This design comes from an exercise in tuning for small area on the open sky130 flow, not from production work.
The RTL was checked by simulation tests, not by an equivalence proof against the original design.
Power figures rest on the tool's default switching activity, not on a simulated workload.

==> inputs of wip/lagoon <==
==> flow/design.v (excerpt) <==
module medidor_potencia_ca (
  input  logic        clk,
  input  logic        rst,
  input  logic        enable,
  input  logic        sample_valid,
  input  logic [31:0] tensao,
  input  logic [31:0] corrente,
  output logic [63:0] potencia_media,
  output logic [31:0] v_pico,
  output logic [31:0] i_pico,
  output logic [15:0] window_count,
  output logic        result_valid
);
==> flow/config.mk <==
export PLATFORM = sky130hd
export DESIGN_NAME = medidor_potencia_ca
export DESIGN_NICKNAME = medidor_potencia_ca
export VERILOG_FILES = /design/flow/design.v
export SDC_FILE = /design/flow/constraint.sdc
export NUM_CORES = 4
export LEC_CHECK = 0
export CAP_MARGIN = 0
export CELL_PAD_IN_SITES_DETAIL_PLACEMENT = 1
export CELL_PAD_IN_SITES_GLOBAL_PLACEMENT = 2
export CORE_MARGIN = 2
export CORE_UTILIZATION = 35
export PLACE_DENSITY = 0.52
export SLEW_MARGIN = 0
export SYNTH_HIERARCHICAL = 1
export SYNTH_MINIMUM_KEEP_SIZE = 0
==> flow/constraint.sdc <==
create_clock -name core_clock -period 11.0 [get_ports {clk}]
set_input_delay 2.2000 -clock core_clock [delete_from_list [all_inputs] [get_ports {clk}]]
set_output_delay 2.2000 -clock core_clock [all_outputs]
set_load 0.01 [all_outputs]
standard.sh (not shown) runs the stock make flow with config.mk's settings and CLKGATE_MAP_FILE= SYNTH_SCRIPT=/design/flow/synth_recipe.tcl, a recipe that flattens the netlist after the stock synthesis.
==> flow/flow/run.sh <==
#!/bin/bash
# Standard layout, with the port buffers made from the smallest buffer cell and
# a clock tree with larger sink clusters and no dummy loads.
set -euo pipefail
bash standard.sh "BUFFER_PORTS_ARGS=-buffer_cell sky130_fd_sc_hd__buf_1" \
  "CTS_ARGS=-sink_clustering_enable -repair_clock_nets -dont_use_dummy_load -sink_clustering_size 24 -sink_clustering_max_diameter 100" \
  finish > flow_make.log 2>&1
==> wip/delta (differences from wip/lagoon) <==
Settings changed: CORE_UTILIZATION 35 to 25, PLACE_DENSITY 0.52 to 0.35.
==> summary of the runs <==
Flip-flop and latch count is the same in wip/delta and wip/lagoon.
Between wip/lagoon and wip/delta, the lower cell count is in wip/lagoon (gap 11%, measured against wip/delta).
First-iteration DRC count: wip/delta is lower than wip/lagoon (7.9%).
Count of clock-buffer cells in the layout: wip/lagoon is lower than wip/delta (4).
Between wip/delta and wip/lagoon, the lower worst setup slack is in wip/lagoon (gap 0.054 ns).
Sequential power is about the same in wip/lagoon and wip/delta.
Critical path depth: wip/lagoon is lower than wip/delta (2).
In wip/lagoon the global-route usage is higher than in wip/delta, by 6.0 points.
Between wip/lagoon and wip/delta, the lower clock skew is in wip/lagoon (gap 0.064 ns).
Routed wire length: wip/lagoon is smaller than wip/delta (12%).
Against wip/delta, the sequential share of layout area of wip/lagoon is higher by 0.82 points.

========
==> inputs of run a <==
medidor_potencia_ca, a different RTL version from the one above (not shown whole).
Settings: LEC_CHECK=0, CAP_MARGIN=20, CORE_MARGIN=2, CORE_UTILIZATION=70, CTS_BUF_LIST=sky130_fd_sc_hd__clkbuf_4 sky130_fd_sc_hd__clkbuf_8, SLEW_MARGIN=20; clock period 11.0 ns.
run.sh (not shown) runs the stock make flow with config.mk's settings and CLKGATE_MAP_FILE= SYNTH_SCRIPT=/design/flow/synth_recipe.tcl, a recipe that flattens the netlist after the stock synthesis.
Stock flow here: none of the scripts above is used.
==> inputs of run b, as changes to run a <==
Settings changed: CORE_UTILIZATION 70 to 40, CTS_BUF_LIST sky130_fd_sc_hd__clkbuf_4 sky130_fd_sc_hd__clkbuf_8 to default.
==> metrics.cfg <==
[sta]
relSlewSlack=0.226

[worst_setup_path]
critPathBufInv=5
r2r_slack_ps=2310
cp.arrival_ps=10740
cp.depth=25

[cells_and_area]
finalNetCount=5771
areaGrowthSynthToFinish_pct=13.1

[grt]
met3_usage=0.0665

[pwr]
p_sw_frac=0.431
combPwrFrac=0.490
power_switching_mw=3.06
p_seq_frac=0.269

[detailed_routing]
routed_wl_um=147000
wl_per_cell_um=22.6

[outcome]
status=complete, no violations

[die]
start_util=0.404

[placed_design]
pre_cts_ws_ps=148

the above is filed under run b

==> metrics.cfg <==
[detailed_routing]
routed_wl_um=141000

[die]
start_util=0.710

[pwr]
power_switching_mw=3.02
p_seq_frac=0.275
p_sw_frac=0.433

[outcome]
status=complete, no violations

[grt]
met3_usage=0.175

[cells_and_area]
finalNetCount=5807
areaGrowthSynthToFinish_pct=11.5

[worst_setup_path]
critPathBufInv=6
cp.depth=27
cp.arrival_ps=10650
r2r_slack_ps=2500

the above is filed under run a

## re-timing with driven ports
Ports are ideal in the flow. The routed layouts listed here were re-timed in OpenROAD.
Step 1, drivers: a clkbuf_16 drives clk and a buf_2 each remaining input, both assumed.
Step 2, shift: input delay + t, output delay - t, t = (earliest + latest rising clock arrival at the registers) / 2. This alone moves slack from input paths to output paths.
Slacks: ideal / step 1 / step 2; pairs: ideal / step 1.
| run | t (ns) | setup slack, ns | clock arrival spread, ns | worst register clock-pin slew, ns | worst data-port slew with drivers (ns) |
|---|---|---|---|---|---|
| wip/lagoon | 0.681 | 0.348 / 0.400 / -0.282 | 0.043 / 0.043 | 0.10 / 0.10 | 0.09 |
| wip/delta | 0.701 | 0.401 / 0.453 / -0.247 | 0.109 / 0.109 | 0.10 / 0.10 | 0.10 |
| run a | 0.766 | 0.779 / 0.809 / 0.044 | 0.080 / 0.081 | 0.09 / 0.09 | 0.11 |
| run b | 0.699 | 0.586 / 0.625 / -0.074 | 0.038 / 0.039 | 0.08 / 0.08 | 0.12 |
With both steps, setup timing fails in wip/lagoon, wip/delta and run b, where it was met with ideal ports. For run a, which loses most, drivers alone change the setup slack by +0.030 ns; drivers and shift together by -0.735 ns.
